Source: an optimization exercise on an open RTL-to-GDS flow (aim: a short achievable clock period and few clock cycles per item). Production flows keep margins and buffers that such runs may drop. Function was checked by simulation only, so behaviour that the tests miss may differ from the original. No activity file was given, so power comes from the tool's default toggle rates.

===== design/flow/config.mk =====
export PLATFORM = sky130hd
export DESIGN_NAME = lc4_superscalar
export DESIGN_NICKNAME = lc4_superscalar
export VERILOG_FILES = /design/flow/design.v
export SDC_FILE = /design/flow/constraint.sdc
export NUM_CORES = 4
export LEC_CHECK = 0
export CAP_MARGIN = 20
export CORE_MARGIN = 2
export CORE_UTILIZATION = 40
export SLEW_MARGIN = 20

===== design/flow/design.v =====
`timescale 1ns/1ps
module lc4_decoder (
   input  logic [15:0] i_insn,
   output logic [3:0]  o_op,
   output logic [2:0]  o_rs,
   output logic [2:0]  o_rt,         
   output logic [2:0]  o_rd,
   output logic        o_rs_re,
   output logic        o_rt_re,
   output logic        o_rd_we,
   output logic        o_is_load,
   output logic        o_is_store,
   output logic [15:0] o_imm         
);
   localparam logic [3:0] op_nop = 4'd0, op_add = 4'd1, op_sub = 4'd2, op_add_imm = 4'd3,
                          op_and = 4'd4, op_or = 4'd5, op_xor = 4'd6, op_const = 4'd7,
                          op_ldr = 4'd8, op_str = 4'd9;
   logic [3:0]  op;
   logic [15:0] imm5;
   logic [15:0] imm6;
   logic [15:0] imm9;
   assign imm5 = {{11{i_insn[4]}}, i_insn[4:0]};
   assign imm6 = {{10{i_insn[5]}}, i_insn[5:0]};
   assign imm9 = {{7{i_insn[8]}}, i_insn[8:0]};
   always_comb begin
      case (i_insn[15:12])
         4'b0001: casez (i_insn[5:3])
            3'b000:  op = op_add;
            3'b010:  op = op_sub;
            3'b1??:  op = op_add_imm;
            default: op = op_nop;      
         endcase
         4'b0101: case (i_insn[5:3])
            3'b000:  op = op_and;
            3'b010:  op = op_or;
            3'b011:  op = op_xor;
            default: op = op_nop;
         endcase
         4'b0110: op = op_ldr;
         4'b0111: op = op_str;
         4'b1001: op = op_const;
         default: op = op_nop;         
      endcase
   end
   always_comb begin
      o_op       = op;
      o_rd       = i_insn[11:9];
      o_rs       = i_insn[8:6];
      o_rt       = (op == op_str) ? i_insn[11:9] : i_insn[2:0];
      o_rs_re    = (op != op_nop) && (op != op_const);
      o_rt_re    = (op == op_add) || (op == op_sub) || (op == op_and) || (op == op_or)
                   || (op == op_xor) || (op == op_str);
      o_rd_we    = (op != op_nop) && (op != op_str);
      o_is_load  = (op == op_ldr);
      o_is_store = (op == op_str);
      case (op)
         op_add_imm:     o_imm = imm5;
         op_ldr, op_str: o_imm = imm6;
         op_const:       o_imm = imm9;
         default:        o_imm = 16'd0;
      endcase
   end
endmodule
`timescale 1ns/1ps
module lc4_regfile_ss (
   input  logic        gwe,
   input  logic        i_rst_n,
   input  logic [2:0]  i_rs_a,
   input  logic [2:0]  i_rt_a,
   input  logic [2:0]  i_rs_b,
   input  logic [2:0]  i_rt_b,
   input  logic [2:0]  i_w_rd_a,
   input  logic        i_w_rd_we_a,
   input  logic [15:0] i_w_data_a,
   input  logic [2:0]  i_w_rd_b,
   input  logic        i_w_rd_we_b,
   input  logic [15:0] i_w_data_b,
   output logic [15:0] o_rs_data_a,
   output logic [15:0] o_rt_data_a,
   output logic [15:0] o_rs_data_b,
   output logic [15:0] o_rt_data_b
);
   logic [15:0] regs [0:7];
   always_ff @(posedge gwe) begin
      if (!i_rst_n) begin
         for (int i = 0; i < 8; i++)
            regs[i] <= 16'd0;
      end else begin
         if (i_w_rd_we_a) regs[i_w_rd_a] <= i_w_data_a;
         if (i_w_rd_we_b) regs[i_w_rd_b] <= i_w_data_b;   
      end
   end
   logic [2:0]  rsel [0:3];
   logic [15:0] rdat [0:3];
   assign rsel[0] = i_rs_a;
   assign rsel[1] = i_rt_a;
   assign rsel[2] = i_rs_b;
   assign rsel[3] = i_rt_b;
   always_comb begin
      for (int i = 0; i < 4; i++) begin
         rdat[i] = regs[rsel[i]];
         if (i_w_rd_we_a && i_w_rd_a == rsel[i]) rdat[i] = i_w_data_a;
         if (i_w_rd_we_b && i_w_rd_b == rsel[i]) rdat[i] = i_w_data_b;
      end
   end
   assign o_rs_data_a = rdat[0];
   assign o_rt_data_a = rdat[1];
   assign o_rs_data_b = rdat[2];
   assign o_rt_data_b = rdat[3];
endmodule
`timescale 1ns/1ps
module hazard_ctrl (
   input  logic [2:0] i_rs_a,
   input  logic [2:0] i_rt_a,
   input  logic [2:0] i_rd_a,
   input  logic       i_rs_re_a,
   input  logic       i_rt_re_a,
   input  logic       i_rd_we_a,
   input  logic       i_mem_a,       
   input  logic [2:0] i_rs_b,
   input  logic [2:0] i_rt_b,
   input  logic       i_rs_re_b,
   input  logic       i_rt_re_b,
   input  logic       i_is_store_b,
   input  logic       i_mem_b,
   input  logic [2:0] i_x_rd_a,
   input  logic       i_x_rd_we_a,
   input  logic       i_x_is_load_a,
   input  logic [1:0] i_x_stall_a,
   input  logic [2:0] i_x_rd_b,
   input  logic       i_x_rd_we_b,
   input  logic       i_x_is_load_b,
   input  logic [1:0] i_x_stall_b,
   output logic [1:0] o_stall_kind,
   output logic [1:0] o_bubble_a,
   output logic [1:0] o_bubble_b
);
   logic ld_a;        
   logic ld_b;
   logic use_a;
   logic use_b;
   logic dep_ab;
   logic mem_both;
   assign ld_b = (i_x_stall_b == 2'd0) && i_x_is_load_b;
   assign ld_a = (i_x_stall_a == 2'd0) && i_x_is_load_a
                 && !((i_x_stall_b == 2'd0) && i_x_rd_we_b && i_x_rd_b == i_x_rd_a);
   assign use_a = (ld_a && ((i_rs_re_a && i_rs_a == i_x_rd_a) || (i_rt_re_a && i_rt_a == i_x_rd_a)))
                  || (ld_b && ((i_rs_re_a && i_rs_a == i_x_rd_b) || (i_rt_re_a && i_rt_a == i_x_rd_b)));
   assign use_b = (ld_a && ((i_rs_re_b && i_rs_b == i_x_rd_a) || (i_rt_re_b && i_rt_b == i_x_rd_a)))
                  || (ld_b && ((i_rs_re_b && i_rs_b == i_x_rd_b) || (i_rt_re_b && i_rt_b == i_x_rd_b)));
   assign dep_ab = i_rd_we_a
                   && ((i_rs_re_b && i_rs_b == i_rd_a)
                       || (!i_is_store_b && i_rt_re_b && i_rt_b == i_rd_a));
   assign mem_both = i_mem_a && i_mem_b;
   always_comb begin
      o_stall_kind = 2'd0;
      o_bubble_a   = 2'd0;
      o_bubble_b   = 2'd0;
      if (use_a) begin                         
         o_stall_kind = 2'd1;
         o_bubble_a   = 2'd3;
         o_bubble_b   = 2'd3;
      end else if (dep_ab || mem_both) begin   
         o_stall_kind = 2'd3;
         o_bubble_b   = 2'd1;
      end else if (use_b) begin                
         o_stall_kind = 2'd2;
         o_bubble_b   = 2'd3;
      end
   end
endmodule
`timescale 1ns/1ps
module fetch_pair #(
   parameter logic [15:0] p_pc_reset = 16'h8200
) (
   input  logic        gwe,
   input  logic        i_rst_n,
   input  logic [15:0] i_insn_a,
   input  logic [15:0] i_insn_b,
   input  logic [1:0]  i_stall_kind,
   output logic [15:0] o_pc,
   output logic [15:0] o_d_insn_a,
   output logic [15:0] o_d_insn_b,
   output logic [15:0] o_d_pc_a,
   output logic [15:0] o_d_pc_b
);
   always_ff @(posedge gwe) begin
      if (!i_rst_n) begin
         o_pc       <= p_pc_reset;
         o_d_insn_a <= 16'd0;    
         o_d_insn_b <= 16'd0;
         o_d_pc_a   <= 16'd0;
         o_d_pc_b   <= 16'd0;
      end else begin
         case (i_stall_kind)
            2'd0: begin                     
               o_pc       <= o_pc + 16'd2;
               o_d_insn_a <= i_insn_a;
               o_d_insn_b <= i_insn_b;
               o_d_pc_a   <= o_pc;
               o_d_pc_b   <= o_pc + 16'd1;
            end
            2'd2, 2'd3: begin               
               o_pc       <= o_pc + 16'd1;
               o_d_insn_a <= o_d_insn_b;
               o_d_insn_b <= i_insn_a;
               o_d_pc_a   <= o_d_pc_b;
               o_d_pc_b   <= o_pc;
            end
            default: ;                      
         endcase
      end
   end
endmodule
`timescale 1ns/1ps
module exec_lane #(
   parameter bit p_is_b = 1'b0    
) (
   input  logic        gwe,
   input  logic        i_rst_n,
   input  logic [3:0]  i_op,
   input  logic [2:0]  i_rs,
   input  logic [2:0]  i_rt,
   input  logic [2:0]  i_rd,
   input  logic        i_rd_we,
   input  logic        i_is_load,
   input  logic        i_is_store,
   input  logic [15:0] i_imm,
   input  logic [15:0] i_pc,
   input  logic [15:0] i_rs_data,
   input  logic [15:0] i_rt_data,
   input  logic [1:0]  i_bubble,
   input  logic [15:0] i_dmem_rdata,
   output logic [2:0]  o_x_rd,
   output logic        o_x_rd_we,
   output logic        o_x_is_load,
   output logic [1:0]  o_x_stall,
   output logic [2:0]  o_m_rd,
   output logic        o_m_rd_we,
   output logic [15:0] o_m_result,      
   output logic        o_m_is_load,
   output logic        o_m_is_store,
   output logic [2:0]  o_m_rt,
   output logic [15:0] o_m_store_data,
   output logic [1:0]  o_m_stall,
   output logic [2:0]  o_w_rd,
   output logic        o_w_rd_we,
   output logic [15:0] o_w_data,
   input  logic [2:0]  i_p_m_rd,
   input  logic        i_p_m_rd_we,
   input  logic [15:0] i_p_m_result,
   input  logic [1:0]  i_p_m_stall,
   input  logic [2:0]  i_p_w_rd,
   input  logic        i_p_w_rd_we,
   input  logic [15:0] i_p_w_data,
   output logic [1:0]  o_wb_stall,
   output logic [15:0] o_wb_pc,
   output logic        o_wb_rf_we,
   output logic [2:0]  o_wb_rf_wsel,
   output logic [15:0] o_wb_rf_data,
   output logic [2:0]  o_wb_nzp
);
   localparam logic [3:0] op_nop = 4'd0, op_add = 4'd1, op_sub = 4'd2, op_add_imm = 4'd3,
                          op_and = 4'd4, op_or = 4'd5, op_xor = 4'd6, op_const = 4'd7,
                          op_ldr = 4'd8, op_str = 4'd9;
   logic        d_empty;      
   logic [1:0]  d_code;
   logic        d_live;
   logic [3:0]  x_op;
   logic [2:0]  x_rs, x_rt, x_rd;
   logic        x_rd_we, x_is_load, x_is_store;
   logic [15:0] x_imm;
   logic [15:0] x_pc, x_rs_data, x_rt_data;
   logic [1:0]  x_stall, m_stall, w_stall;
   logic [15:0] rs_fwd, rt_fwd, alu;
   logic [2:0]  m_rd, m_rt, w_rd;
   logic        m_rd_we, m_is_load, m_is_store;
   logic        w_rd_we, w_is_load;
   logic [15:0] m_result, m_store_data, m_pc;
   logic [15:0] w_result, w_ldata, w_pc, w_data;
   logic [2:0]  src_rd [0:3];    
   logic        src_ok [0:3];
   logic [15:0] src_data [0:3];
   assign d_code = d_empty ? 2'd2 : i_bubble;
   assign d_live = (d_code == 2'd0);
   always_ff @(posedge gwe) begin
      if (!i_rst_n) begin
         d_empty    <= 1'b1;
         x_stall    <= 2'd2;
         x_op       <= 4'd0;
         x_rs       <= 3'd0;
         x_rt       <= 3'd0;
         x_rd       <= 3'd0;
         x_rd_we    <= 1'b0;
         x_is_load  <= 1'b0;
         x_is_store <= 1'b0;
         x_imm      <= 16'd0;
         m_stall    <= 2'd2;
         m_rd_we    <= 1'b0;
         m_is_load  <= 1'b0;
         m_is_store <= 1'b0;
         w_stall    <= 2'd2;
         w_rd_we    <= 1'b0;
         w_is_load  <= 1'b0;
      end else begin
         d_empty    <= 1'b0;
         x_stall    <= d_code;
         x_op       <= d_live ? i_op : 4'd0;
         x_rs       <= d_live ? i_rs : 3'd0;
         x_rt       <= d_live ? i_rt : 3'd0;
         x_rd       <= d_live ? i_rd : 3'd0;
         x_rd_we    <= d_live && i_rd_we;
         x_is_load  <= d_live && i_is_load;
         x_is_store <= d_live && i_is_store;
         x_imm      <= d_live ? i_imm : 16'd0;
         m_stall    <= x_stall;
         m_rd_we    <= x_rd_we;
         m_is_load  <= x_is_load;
         m_is_store <= x_is_store;
         w_stall    <= m_stall;
         w_rd_we    <= m_rd_we;
         w_is_load  <= m_is_load;
      end
   end
   always_ff @(posedge gwe) begin
      x_pc         <= i_pc;
      x_rs_data    <= i_rs_data;
      x_rt_data    <= i_rt_data;
      m_pc         <= x_pc;
      m_rd         <= x_rd;
      m_rt         <= x_rt;
      m_result     <= alu;
      m_store_data <= rt_fwd;
      w_pc         <= m_pc;
      w_rd         <= m_rd;
      w_result     <= m_result;
      w_ldata      <= i_dmem_rdata;    
   end
   always_comb begin
      if (p_is_b) begin
         src_rd[0]   = m_rd;
         src_rd[1]   = i_p_m_rd;
         src_rd[2]   = w_rd;
         src_rd[3]   = i_p_w_rd;
         src_ok[0]   = m_rd_we && m_stall == 2'd0;
         src_ok[1]   = i_p_m_rd_we && i_p_m_stall == 2'd0;
         src_ok[2]   = w_rd_we;
         src_ok[3]   = i_p_w_rd_we;
         src_data[0] = m_result;
         src_data[1] = i_p_m_result;
         src_data[2] = w_data;
         src_data[3] = i_p_w_data;
      end else begin
         src_rd[0]   = i_p_m_rd;
         src_rd[1]   = m_rd;
         src_rd[2]   = i_p_w_rd;
         src_rd[3]   = w_rd;
         src_ok[0]   = i_p_m_rd_we && i_p_m_stall == 2'd0;
         src_ok[1]   = m_rd_we && m_stall == 2'd0;
         src_ok[2]   = i_p_w_rd_we;
         src_ok[3]   = w_rd_we;
         src_data[0] = i_p_m_result;
         src_data[1] = m_result;
         src_data[2] = i_p_w_data;
         src_data[3] = w_data;
      end
   end
   always_comb begin
      rs_fwd = x_rs_data;
      rt_fwd = x_rt_data;
      for (int i = 3; i >= 0; i--) begin
         if (src_ok[i] && src_rd[i] == x_rs) rs_fwd = src_data[i];
         if (src_ok[i] && src_rd[i] == x_rt) rt_fwd = src_data[i];
      end
   end
   always_comb begin
      case (x_op)
         op_add:                     alu = rs_fwd + rt_fwd;
         op_sub:                     alu = rs_fwd - rt_fwd;
         op_add_imm, op_ldr, op_str: alu = rs_fwd + x_imm;   
         op_and:                     alu = rs_fwd & rt_fwd;
         op_or:                      alu = rs_fwd | rt_fwd;
         op_xor:                     alu = rs_fwd ^ rt_fwd;
         op_const:                   alu = x_imm;
         default:                    alu = 16'd0;
      endcase
   end
   assign w_data = w_is_load ? w_ldata : w_result;
   assign o_x_rd         = x_rd;
   assign o_x_rd_we      = x_rd_we;
   assign o_x_is_load    = x_is_load;
   assign o_x_stall      = x_stall;
   assign o_m_rd         = m_rd;
   assign o_m_rd_we      = m_rd_we;
   assign o_m_result     = m_result;
   assign o_m_is_load    = m_is_load;
   assign o_m_is_store   = m_is_store;
   assign o_m_rt         = m_rt;
   assign o_m_store_data = m_store_data;
   assign o_m_stall      = m_stall;
   assign o_w_rd         = w_rd;
   assign o_w_rd_we      = w_rd_we;
   assign o_w_data       = w_data;
   assign o_wb_stall   = w_stall;
   assign o_wb_pc      = w_pc;
   assign o_wb_rf_we   = w_rd_we;
   assign o_wb_rf_wsel = w_rd;
   assign o_wb_rf_data = w_data;
   assign o_wb_nzp     = w_data[15] ? 3'b100 : (w_data == 16'd0) ? 3'b010 : 3'b001;
endmodule
`timescale 1ns/1ps
module dmem_port (
   input  logic [2:0]  i_m_rd_a,
   input  logic        i_m_rd_we_a,
   input  logic [15:0] i_m_result_a,
   input  logic        i_m_is_load_a,
   input  logic        i_m_is_store_a,
   input  logic [15:0] i_m_store_data_a,
   input  logic [1:0]  i_m_stall_a,
   input  logic [15:0] i_m_result_b,
   input  logic        i_m_is_load_b,
   input  logic        i_m_is_store_b,
   input  logic [2:0]  i_m_rt_b,
   input  logic [15:0] i_m_store_data_b,
   input  logic [1:0]  i_m_stall_b,
   input  logic [15:0] i_dmem_data,
   output logic [15:0] o_dmem_addr,
   output logic        o_dmem_we,
   output logic [15:0] o_dmem_wdata,
   output logic [15:0] o_rdata
);
   logic        acc_a;
   logic        acc_b;
   logic        mm_hit;
   logic [15:0] wdata_b;
   assign acc_a = (i_m_stall_a == 2'd0) && (i_m_is_load_a || i_m_is_store_a);
   assign acc_b = (i_m_stall_b == 2'd0) && (i_m_is_load_b || i_m_is_store_b);
   assign mm_hit  = (i_m_stall_a == 2'd0) && i_m_rd_we_a
                    && !i_m_is_load_a && (i_m_rd_a == i_m_rt_b);
   assign wdata_b = mm_hit ? i_m_result_a : i_m_store_data_b;
   assign o_dmem_addr  = acc_a ? i_m_result_a : acc_b ? i_m_result_b : 16'd0;
   assign o_dmem_we    = (acc_a && i_m_is_store_a) || (acc_b && i_m_is_store_b);
   assign o_dmem_wdata = (acc_a && i_m_is_store_a) ? i_m_store_data_a : wdata_b;
   assign o_rdata      = i_dmem_data;
endmodule
`timescale 1ns/1ps
module lc4_superscalar #(
   parameter logic [15:0] p_pc_reset = 16'h8200
) (
   input  logic        gwe,
   input  logic        i_rst_n,
   input  logic [15:0] i_insn_a,
   input  logic [15:0] i_insn_b,
   input  logic [15:0] i_dmem_data,
   output logic [15:0] o_pc,
   output logic [15:0] o_dmem_addr,
   output logic        o_dmem_we,
   output logic [15:0] o_dmem_wdata,
   output logic [1:0]  o_wb_stall_a,
   output logic [1:0]  o_wb_stall_b,
   output logic [15:0] o_wb_pc_a,
   output logic [15:0] o_wb_pc_b,
   output logic        o_wb_rf_we_a,
   output logic        o_wb_rf_we_b,
   output logic [2:0]  o_wb_rf_wsel_a,
   output logic [2:0]  o_wb_rf_wsel_b,
   output logic [15:0] o_wb_rf_data_a,
   output logic [15:0] o_wb_rf_data_b,
   output logic [2:0]  o_wb_nzp_a,
   output logic [2:0]  o_wb_nzp_b
);
   logic [15:0] d_insn_a, d_insn_b, d_pc_a, d_pc_b;
   logic [1:0]  stall_kind;
   logic [1:0]  bubble_a, bubble_b;
   logic [15:0] rs_data_a, rt_data_a, rs_data_b, rt_data_b;
   logic [15:0] dmem_rdata;
   logic [3:0]  op_a, op_b;
   logic [2:0]  rs_a, rt_a, rd_a, rs_b, rt_b, rd_b;
   logic        rs_re_a, rt_re_a, rd_we_a, is_load_a, is_store_a;
   logic        rs_re_b, rt_re_b, rd_we_b, is_load_b, is_store_b;
   logic [15:0] imm_a, imm_b;
   logic [2:0]  x_rd_a, x_rd_b, m_rd_a, m_rd_b, m_rt_a, m_rt_b, w_rd_a, w_rd_b;
   logic        x_rd_we_a, x_rd_we_b, x_is_load_a, x_is_load_b;
   logic [1:0]  x_stall_a, x_stall_b, m_stall_a, m_stall_b;
   logic        m_rd_we_a, m_rd_we_b, m_is_load_a, m_is_load_b, m_is_store_a, m_is_store_b;
   logic [15:0] m_result_a, m_result_b, m_store_data_a, m_store_data_b;
   logic        w_rd_we_a, w_rd_we_b;
   logic [15:0] w_data_a, w_data_b;
   fetch_pair #(.p_pc_reset(p_pc_reset)) u_fetch (
      .gwe(gwe), .i_rst_n(i_rst_n),
      .i_insn_a(i_insn_a), .i_insn_b(i_insn_b), .i_stall_kind(stall_kind),
      .o_pc(o_pc), .o_d_insn_a(d_insn_a), .o_d_insn_b(d_insn_b),
      .o_d_pc_a(d_pc_a), .o_d_pc_b(d_pc_b)
   );
   lc4_decoder u_dec_a (
      .i_insn(d_insn_a), .o_op(op_a), .o_rs(rs_a), .o_rt(rt_a), .o_rd(rd_a),
      .o_rs_re(rs_re_a), .o_rt_re(rt_re_a), .o_rd_we(rd_we_a),
      .o_is_load(is_load_a), .o_is_store(is_store_a), .o_imm(imm_a)
   );
   lc4_decoder u_dec_b (
      .i_insn(d_insn_b), .o_op(op_b), .o_rs(rs_b), .o_rt(rt_b), .o_rd(rd_b),
      .o_rs_re(rs_re_b), .o_rt_re(rt_re_b), .o_rd_we(rd_we_b),
      .o_is_load(is_load_b), .o_is_store(is_store_b), .o_imm(imm_b)
   );
   hazard_ctrl u_hazard (
      .i_rs_a(rs_a), .i_rt_a(rt_a), .i_rd_a(rd_a), .i_rs_re_a(rs_re_a), .i_rt_re_a(rt_re_a),
      .i_rd_we_a(rd_we_a), .i_mem_a(is_load_a || is_store_a),
      .i_rs_b(rs_b), .i_rt_b(rt_b), .i_rs_re_b(rs_re_b), .i_rt_re_b(rt_re_b),
      .i_is_store_b(is_store_b), .i_mem_b(is_load_b || is_store_b),
      .i_x_rd_a(x_rd_a), .i_x_rd_we_a(x_rd_we_a), .i_x_is_load_a(x_is_load_a),
      .i_x_stall_a(x_stall_a),
      .i_x_rd_b(x_rd_b), .i_x_rd_we_b(x_rd_we_b), .i_x_is_load_b(x_is_load_b),
      .i_x_stall_b(x_stall_b),
      .o_stall_kind(stall_kind), .o_bubble_a(bubble_a), .o_bubble_b(bubble_b)
   );
   lc4_regfile_ss u_rf (
      .gwe(gwe), .i_rst_n(i_rst_n),
      .i_rs_a(rs_a), .i_rt_a(rt_a), .i_rs_b(rs_b), .i_rt_b(rt_b),
      .i_w_rd_a(w_rd_a), .i_w_rd_we_a(w_rd_we_a), .i_w_data_a(w_data_a),
      .i_w_rd_b(w_rd_b), .i_w_rd_we_b(w_rd_we_b), .i_w_data_b(w_data_b),
      .o_rs_data_a(rs_data_a), .o_rt_data_a(rt_data_a),
      .o_rs_data_b(rs_data_b), .o_rt_data_b(rt_data_b)
   );
   exec_lane #(.p_is_b(1'b0)) u_lane_a (
      .gwe(gwe), .i_rst_n(i_rst_n),
      .i_op(op_a), .i_rs(rs_a), .i_rt(rt_a), .i_rd(rd_a), .i_rd_we(rd_we_a),
      .i_is_load(is_load_a), .i_is_store(is_store_a), .i_imm(imm_a), .i_pc(d_pc_a),
      .i_rs_data(rs_data_a), .i_rt_data(rt_data_a), .i_bubble(bubble_a),
      .i_dmem_rdata(dmem_rdata),
      .o_x_rd(x_rd_a), .o_x_rd_we(x_rd_we_a), .o_x_is_load(x_is_load_a),
      .o_x_stall(x_stall_a), .o_m_rd(m_rd_a), .o_m_rd_we(m_rd_we_a),
      .o_m_result(m_result_a), .o_m_is_load(m_is_load_a), .o_m_is_store(m_is_store_a),
      .o_m_rt(m_rt_a), .o_m_store_data(m_store_data_a), .o_m_stall(m_stall_a),
      .o_w_rd(w_rd_a), .o_w_rd_we(w_rd_we_a), .o_w_data(w_data_a),
      .i_p_m_rd(m_rd_b), .i_p_m_rd_we(m_rd_we_b), .i_p_m_result(m_result_b),
      .i_p_m_stall(m_stall_b), .i_p_w_rd(w_rd_b), .i_p_w_rd_we(w_rd_we_b),
      .i_p_w_data(w_data_b),
      .o_wb_stall(o_wb_stall_a), .o_wb_pc(o_wb_pc_a), .o_wb_rf_we(o_wb_rf_we_a),
      .o_wb_rf_wsel(o_wb_rf_wsel_a), .o_wb_rf_data(o_wb_rf_data_a), .o_wb_nzp(o_wb_nzp_a)
   );
   exec_lane #(.p_is_b(1'b1)) u_lane_b (
      .gwe(gwe), .i_rst_n(i_rst_n),
      .i_op(op_b), .i_rs(rs_b), .i_rt(rt_b), .i_rd(rd_b), .i_rd_we(rd_we_b),
      .i_is_load(is_load_b), .i_is_store(is_store_b), .i_imm(imm_b), .i_pc(d_pc_b),
      .i_rs_data(rs_data_b), .i_rt_data(rt_data_b), .i_bubble(bubble_b),
      .i_dmem_rdata(dmem_rdata),
      .o_x_rd(x_rd_b), .o_x_rd_we(x_rd_we_b), .o_x_is_load(x_is_load_b),
      .o_x_stall(x_stall_b), .o_m_rd(m_rd_b), .o_m_rd_we(m_rd_we_b),
      .o_m_result(m_result_b), .o_m_is_load(m_is_load_b), .o_m_is_store(m_is_store_b),
      .o_m_rt(m_rt_b), .o_m_store_data(m_store_data_b), .o_m_stall(m_stall_b),
      .o_w_rd(w_rd_b), .o_w_rd_we(w_rd_we_b), .o_w_data(w_data_b),
      .i_p_m_rd(m_rd_a), .i_p_m_rd_we(m_rd_we_a), .i_p_m_result(m_result_a),
      .i_p_m_stall(m_stall_a), .i_p_w_rd(w_rd_a), .i_p_w_rd_we(w_rd_we_a),
      .i_p_w_data(w_data_a),
      .o_wb_stall(o_wb_stall_b), .o_wb_pc(o_wb_pc_b), .o_wb_rf_we(o_wb_rf_we_b),
      .o_wb_rf_wsel(o_wb_rf_wsel_b), .o_wb_rf_data(o_wb_rf_data_b), .o_wb_nzp(o_wb_nzp_b)
   );
   dmem_port u_dmem (
      .i_m_rd_a(m_rd_a), .i_m_rd_we_a(m_rd_we_a), .i_m_result_a(m_result_a),
      .i_m_is_load_a(m_is_load_a), .i_m_is_store_a(m_is_store_a),
      .i_m_store_data_a(m_store_data_a), .i_m_stall_a(m_stall_a),
      .i_m_result_b(m_result_b), .i_m_is_load_b(m_is_load_b), .i_m_is_store_b(m_is_store_b),
      .i_m_rt_b(m_rt_b), .i_m_store_data_b(m_store_data_b), .i_m_stall_b(m_stall_b),
      .i_dmem_data(i_dmem_data),
      .o_dmem_addr(o_dmem_addr), .o_dmem_we(o_dmem_we), .o_dmem_wdata(o_dmem_wdata),
      .o_rdata(dmem_rdata)
   );
endmodule

===== design/flow/run.sh =====
#!/bin/bash
# synth_recipe.tcl (not shown) runs the flow's synth.tcl, then flattens the netlist and writes it again
# the make line also repeats each setting of config.mk as NAME=value (left out here)
make -C /OpenROAD-flow-scripts/flow DESIGN_CONFIG=/design/flow/config.mk WORK_HOME=/design/flow/orfs CLKGATE_MAP_FILE= SYNTH_SCRIPT=/design/flow/synth_recipe.tcl finish

===== design/flow/constraint.sdc =====
create_clock -name core_clock -period 6.5 [get_ports {gwe}]
set_input_delay 1.3000 -clock core_clock [delete_from_list [all_inputs] [get_ports {gwe}]]
set_output_delay 1.3000 -clock core_clock [all_outputs]
set_load 0.01 [all_outputs]

==> results of run 1 <==
==> per-layer routing <==
metal | global-route usage, % | vias up
met5 | 0 | -
met4 | 13.6 | 2
met3 | 5.70 | 290
met2 | 44.7 | 1402
met1 | 36.7 | 12700
li1 | - | 11800
==> cell families after synthesis <==
| kind of cell | after synthesis | synth area share [%] |
|---|---|---|
| compound gates | 808 | 17.3 |
| xor+xnor | 178 | 5.02 |
| fa+ha+maj | 106 | 4.32 |
| buf+inv | 395 | 4.84 |
| flops | 574 | 41.1 |
| mux | 339 | 16.1 |
| simple gates | 732 | 11.2 |
==> cells in the mapped netlist, types with 8 or more instances <==
cell and number:
edfxtp_1 128, nand2_1 284, mux2_2 8, o211a_1 12, and4_1 9, o21ai_0 222, o211ai_1 121, mux2i_1 203
o21a_1 12, o22ai_1 130, xor2_1 63, nor2b_1 14, a22o_1 19, nor3_1 37, o221a_2 11, nand2b_1 26
and3_1 29, o221ai_1 36, clkbuf_1 243, inv_1 114, xnor2_1 115, dfxtp_1 446, and2_1 27, a2bb2oi_1 11
mux4_2 128, a21oi_1 90, a211oi_1 54, nand3_1 38, nand4_1 36, or3_1 11, ha_1 104, buf_1 30
nor2_1 164, o31ai_1 10, nor4_1 20, a22oi_1 14, a221oi_1 14
==> repair_timing <==
| action | CTS | global route |
|---|---|---|
| hold buffers | 0 | 0 |
| resized for setup | 0 | 1 |
| setup endpoints to repair | 0 | 1 |
==> path summary, 6_finish.rpt <==
check / endpoint / slack [ns] / depth (start not counted)
worst min-delay path: u_lane_a.m_pc[9] / 0.32 / 0
worst max-delay path: u_lane_a.m_result[15] / 0.48 / 21
worst min register to register: u_lane_a.m_pc[9] / 0.32 / 0
worst max register to register: u_lane_a.m_result[15] / 0.48 / 21
==> layout make-up <==
cell class | count | area [um^2] | area share [%]
Clock buffer | 94 | 1890 | 5.20
Clock inverter | 27 | 450 | 1.24
Inverter | 116 | 435 | 1.20
Multi-Input combinational cell | 2163 | 16900 | 46.4
Sequential cell | 574 | 12800 | 35.1
Tap cell | 1040 | 1300 | 3.57
Timing Repair Buffer | 292 | 2650 | 7.28
==> through the flow <==
stage,std cells,power [uW],setup WS [ns]
3_5_place_dp,4185,5780,0.397
2_1_floorplan,3132,5130,1.39
3_3_place_gp,4185,5770,0.535
5_1_grt,4306,10100,0.0489
4_1_cts,4306,9730,0.418
6_report,4306,9720,0.482
==> cells in the final DEF (no fill, tap or decap), types with 12 or more instances in the layout <==
cell type	Yosys	final
clkdlybuf4s50_1	0	179
nand4_1	36	36
buf_4	2	111
mux2i_1	203	190
and3_1	29	29
edfxtp_1	128	128
nor4_1	20	18
and2_1	27	27
a22oi_1	14	14
a221oi_1	14	14
o22ai_1	130	130
inv_1	114	113
o21a_1	12	12
nor2_1	164	163
nand2b_1	26	26
mux4_2	128	128
clkbuf_16	0	68
nand3_1	38	37
dfxtp_1	446	444
o211a_1	12	12
o221ai_1	36	36
a21oi_1	90	90
nor3_1	37	36
o211ai_1	121	121
o21ai_0	222	222
clkbuf_1	243	16
nor2b_1	14	14
xor2_1	63	63
a22o_1	19	18
a211oi_1	54	54
xnor2_1	115	115
nand2_1	284	284
ha_1	104	104
==> power by group through the flow <==
| stage | Clock (uW) | Sequential (uW) | Combinational (uW) |
|---|---|---|---|
| after global placement | 0 | 4070 | 1700 |
| after floorplan | 0 | 3980 | 1150 |
| final | 3970 | 4000 | 1750 |
| after global routing | 4150 | 4020 | 1890 |
| after CTS | 4020 | 4000 | 1710 |
| after detailed placement | 0 | 4070 | 1700 |
==> critical path, stage by stage, from the launching register on <==
cell,delay [ns]
dfxtp_1,0.45
or3b_4,0.45
nor4_2,0.27
buf_4,0.29
nand2b_1,0.33
a2bb2oi_1,0.23
o221ai_1,0.35
inv_1,0.18
ha_1,0.20
nand3_1,0.24
nor4_1,0.43
xnor2_1,0.16
o221ai_1,0.16
ha_1,0.41
nand3_1,0.09
a2111oi_1,0.44
o31ai_1,0.21
o21a_1,0.24
o21a_1,0.25
nor3b_1,0.16
nor4_1,0.31
nand2_1,0.08
==> results.toml, run 1 <==
[place]
placed_area_um2 = 34100
port_buffers = 180
gp_congestion = 0.969
hpwl_mm = 78.0

[routing]
first_iter_violations = 3080
antenna_left = 0
drc_errors = 0
wl_per_cell_um = 26.5
wirelength_mm = 114
first_pass_iters = 8
routed.top_layer = "met5"
vias = 26200
m1WireLength_mm = 45.5
met3_length_mm = 10.8
routed-wl-met2_mm = 51.9
vias_per_cell = 6.08

[outcome]
status = "complete, no violations"

[die]
die_width_um = 283
rows = 102
core-area_um2 = 77100
io_pins = 181
die_area_um2 = 79800
start_util_pct = 40.3
die_h_um = 283

[synthesis]
avgSynthCellArea_um2 = 9.91
syn-num-nets = 3288
synthTopCellsByArea = "dfxtp_1 (29%), edfxtp_1 (12%), mux4_2 (9.3%), mux2i_1 (6.5%), ha_1 (4.2%)"
synth_top_area_share_pct = 28.8
synth-seq-cells = 574
yosys_warnings = 14
synth_area_leader_cell = "dfxtp_1"
synth_edf_count = 128
ys_seq_area_share_pct = 41.1
synth_cells = 3132
syn_area_um2 = 31000
synthFlopType = "dfxtp_1"
synthArstFlopShare_pct = 0
synth_cell_types = 78

[clock_tree]
cts_buffer_depth = 3
path_clk_slew_ns = 0.06
cts_made_buffers = 67
cts_tree = "built"
clk_latency_ns = 0.65
root_buffer = "clkbuf_16"
cts_setup_buffers = 0
clkSinkCount = 574
cts-htree-levels = 3

[critical_path]
worst_setup_path_end_kind = "flop"
worstPathMaxFanout = 20
startpoint_type = "flop"
criticalPathCategory = "reg -> reg"
regToRegStartpoint = "u_lane_a.m_rd_we"
crit_start = "u_lane_a.m_rd_we"
cp.arrival_ns = 6.54
required_ns = 7.02

[cells_and_area]
stdcell_area_um2 = 36400
antenna_cells = 0
regMostFlops = "u_rf.regs"
n_fill_cell = 7311
largest_register_ffs = 128
layout-drive-gt1-share_pct = 12.3
final_util_pct = 47.3
nNetsFinal = 3370
synthToLayoutAreaGrowth_pct = 17.3

[global_route]
track_usage_pct = 28.2
grt_first_pass_wirelength_mm = 167
antenna_found_initial = 3
grt.overflow.total = 0
grt_max_degree = 68
grt_pass1_vias = 24900

[timing]
worst_slew_pin_slew_ns = 1.21
setup_viol = 0
fin_crit_sh_pct = 92.6
hold_viol_final = 0
slew_viol_final = 0
fmax_ghz = 0.166
rsz0062_at_grt = "no"
setup-tns-final_ns = 0
skew_ns = 0.0479
whs_ns = 0.323
period_needed_ns = 6.02
slew_headroom_pct = 19.0

[pwr]
power_leakage_uw = 0.0143
comb_power_share_pct = 18.0
p_int_uw = 6900
power_density_nw_per_um2 = 267
clkPwrFrac_pct = 40.8
switching_share_pct = 29.0
peakVddDrop_mv = 0.181
p_seq_share_pct = 41.2
power.switching_uw = 2820

[worst_hold_path]
hold_path_class = "reg -> reg"
hp-start = "u_lane_a.x_pc[9]"

[run]
cap_violations = 0
Testbench counts, summed over its fixed seeds: cycles 9,452, items 16,000.
==> run 2: changes to the inputs <==
--- a/design/flow/config.mk
+++ b/design/flow/config.mk
@@ -6,6 +6,8 @@
 export NUM_CORES = 4
 export LEC_CHECK = 0
+export ABC_CLOCK_PERIOD_IN_PS = 3000
 export CAP_MARGIN = 20
 export CORE_MARGIN = 2
 export CORE_UTILIZATION = 40
+export SETUP_SLACK_MARGIN = 3.0
 export SLEW_MARGIN = 20
==> results.toml, run 2 <==
[cells_and_area]
regArea_um2 = 12900
mostFrequentLayoutCells = "dfxtp_1 (411), nand2_1 (273), buf_4 (255)"
largest_register_ffs = 128
multi_input_area_um2 = 18500
n_fill_cell = 6714
regMostFlops = "u_rf.regs"
synthToLayoutAreaGrowth_pct = 32.8
final_common_cell = "dfxtp_1"
layout-drive-gt1-share_pct = 28.5
nNetsFinal = 3667
fin_cells = 4608

[critical_path]
crit_start = "u_lane_a.w_is_load"
timing.rr.end = "u_lane_b.m_result[15]"
regToRegStartpoint = "u_lane_a.w_is_load"
criticalPathCategory = "reg -> reg"
startpoint_type = "flop"
regToRegSetupSlack_ns = 1.76
worstPathMaxFanout = 6
cpMostUsedCell = "buf_6"
cp_slowest_cell = "mux2i_1"
max_stage_delay_ns = 0.66
critPathTopFamily = "compound AO/OA/AOI/OAI gates"
cp.arrival_ns = 5.23
worstPathCellList = "buf_12, buf_6, buf_6, buf_6, buf_12, mux2i_4, buf_6, clkinvlp_4, mux2i_1, o221a_2, inv_1, nor4_1, nand2_1, xnor2_1, o221ai_1, ha_1, a21oi_1, o21ai_2, xor2_1, o211ai_2"
worst_setup_path_end_kind = "flop"
required_ns = 6.99
ff2ff_path_depth = 20
crit_cells = 20
cp_num_buf_inv = 8
endpoint = "u_lane_b.m_result[15]"

[synthesis]
synth_cells = 3132
synthArstFlopShare_pct = 0
yosys_warnings = 14
synthFlopType = "dfxtp_1"
synth_fa_ha_area_share_pct = 4.32
synth_area_leader_cell = "dfxtp_1"
synthTopCellsByArea = "dfxtp_1 (29%), edfxtp_1 (12%), mux4_2 (9.3%), mux2i_1 (6.5%), ha_1 (4.2%)"
synthMuxAreaShare_pct = 16.1
syn-num-nets = 3288
synthMostInstantiatedCell = "dfxtp_1"
synth_compound_area_share_pct = 17.3
syn_area_um2 = 31000
synthSimpleGateAreaFrac_pct = 11.2
netlist_top_cells_count = "dfxtp_1 (446), nand2_1 (284), clkbuf_1 (243)"
yosys.area_share.xor_xnor_pct = 5.02
synth_top_family_by_area = "compound AO/OA/AOI/OAI gates"
synth_edf_count = 128
ys_seq_area_share_pct = 41.1
synth_cell_types = 78
synth-seq-cells = 574
synth_top_area_share_pct = 28.8
avgSynthCellArea_um2 = 9.91

[clock_tree]
cts_buffer_depth = 3
cts_tree = "built"
path_clk_slew_ns = 0.06
clk_latency_ns = 0.64
cts_made_buffers = 67
clkSinkCount = 574
root_buffer = "clkbuf_16"
hold_buffers = 0
cts-htree-levels = 3

[global_route]
grt_max_degree = 82
grt.overflow.total = 0
antenna_found_initial = 2
grt_first_pass_wirelength_mm = 183
track_usage_pct = 30.9
grt_pass1_vias = 27300

[timing]
fin_crit_sh_pct = 72.9
rsz0062_at_grt = "yes"
period_needed_ns = 4.74
worst_slew_pin_slew_ns = 1.25
setup-tns-final_ns = 0
slew_viol_final = 0
whs_ns = 0.301
slew_headroom_pct = 16.8
fmax_ghz = 0.211
hold_viol_final = 0
setup_viol = 0
skew_ns = 0.0365
layout_setup_ws_ns = 1.76

[die]
core-area_um2 = 77100
rows = 102
io_pins = 181
die_area_um2 = 79800
start_util_pct = 40.3
die_width_um = 283
die_h_um = 283

[place]
placed_cells_incl_taps = 4172
gp_congestion = 0.992
port_buffers = 180
dp_slack_ns = 1.03
hpwl_mm = 82.6

[routing]
antenna_left = 0
first_pass_iters = 6
wirelength_mm = 128
wl_per_cell_um = 27.8
vias_per_cell = 6.19
first_iter_violations = 3261
drc_errors = 0
vias = 28500

[outcome]
status = "complete, no violations"

[pwr]
power_density_nw_per_um2 = 250
peakVddDrop_mv = 0.200
power_leakage_uw = 0.0165

[worst_hold_path]
hold_path_class = "reg -> reg"

[run]
cap_violations = 0
run 2: cell counts after synthesis:
No cell type changed its count.
run 2: kinds of logic (layout without fill, tap and decap cells):
kind of cell | count (synthesis) | in the layout
other cells | 0 | 2
xor+xnor | 178 | 178
buf+inv | 395 | 825
flops | 574 | 574
simple gates | 732 | 734
fa+ha+maj | 106 | 106
mux | 339 | 339
compound gates | 808 | 810
run 2: repair_timing:
action                     in CTS  in global routing
gates resized for setup       517                235
gates cloned                    6                  5
pin swaps                     105                 78
setup buffers                 208                 91
hold endpoints to repair        0                  0
setup endpoints to repair     358                290
run 2: metrics by stage:
stage	util [%]	instance area, um^2	power, uW
final	53.5	41200	10300
after global routing	53.5	41200	10700
after CTS	51.5	39700	10100
after detailed placement	44.5	34300	5850
after global placement	44.5	34300	5830
after floorplan	-	31500	5170
run 2: metal layers:
metal	track usage (%)	wire, um	up-vias	share of wire [%]
met4	16.0	7910	2	6.2
met1	38.6	48400	14000	38
met3	6.81	12700	416	10
met5	0	12	-	0.0094
met2	50.0	59000	1730	46
li1	-	-	12400	-
run 2: worst min-delay path by stage:
stage,slack [ns],start,cells after the start,end
2_1_floorplan,0.31,u_lane_a.x_pc[0],0,u_lane_a.m_pc[0]
3_3_place_gp,0.31,u_lane_b.m_pc[14],0,u_lane_b.w_pc[14]
3_5_place_dp,0.31,u_lane_a.x_pc[3],0,u_lane_a.m_pc[3]
4_1_cts,0.30,u_lane_b.x_pc[0],0,u_lane_b.m_pc[0]
5_1_grt,0.30,u_lane_b.x_pc[0],0,u_lane_b.m_pc[0]
6_report,0.30,u_lane_b.x_pc[0],0,u_lane_b.m_pc[0]
run 2: area by class of cell:
type	instances	area share (%)
multi-input combinational	2167	44.9
sequential	574	31.2
timing repair buffer	585	13.7
clock buffer	91	4.60
tap	1040	3.16
clock inverter	33	1.24
inverter	116	1.24
antenna	2	0.0121
run 2: report_power, final:
group / internal, uW / switching [uW] / leakage, uW
logic: 1050 / 1220 / 0.0103
clock network: 2350 / 1680 / 0.00115
registers: 3830 / 203 / 0.00500

[separate check: timing with driven ports]
How much do the figures lean on ideal ports? The routed layouts below were timed once more, with nothing changed but the port constraints. Step 1: set_driving_cell puts a clkbuf_16 on gwe and a buf_2 on each other input, an assumption about the parent block. Step 2 moves the port delays by t, midway between the first and last clock arrival at a register: inputs arrive t later, outputs are due t later. That takes back most of the time a late clock gives input paths. a / b / c = ideal ports / drivers / drivers and shift; a / b = the first two.
run | t (ns) | slack for setup (ns) | latest minus earliest clock arrival (ns)
run 1 | 0.685 | 0.482 / 0.482 / 0.482 | 0.048 / 0.049
run 2 | 0.687 | 1.759 / 1.759 / 1.759 | 0.037 / 0.036
After both steps setup and hold are still met in every run listed.
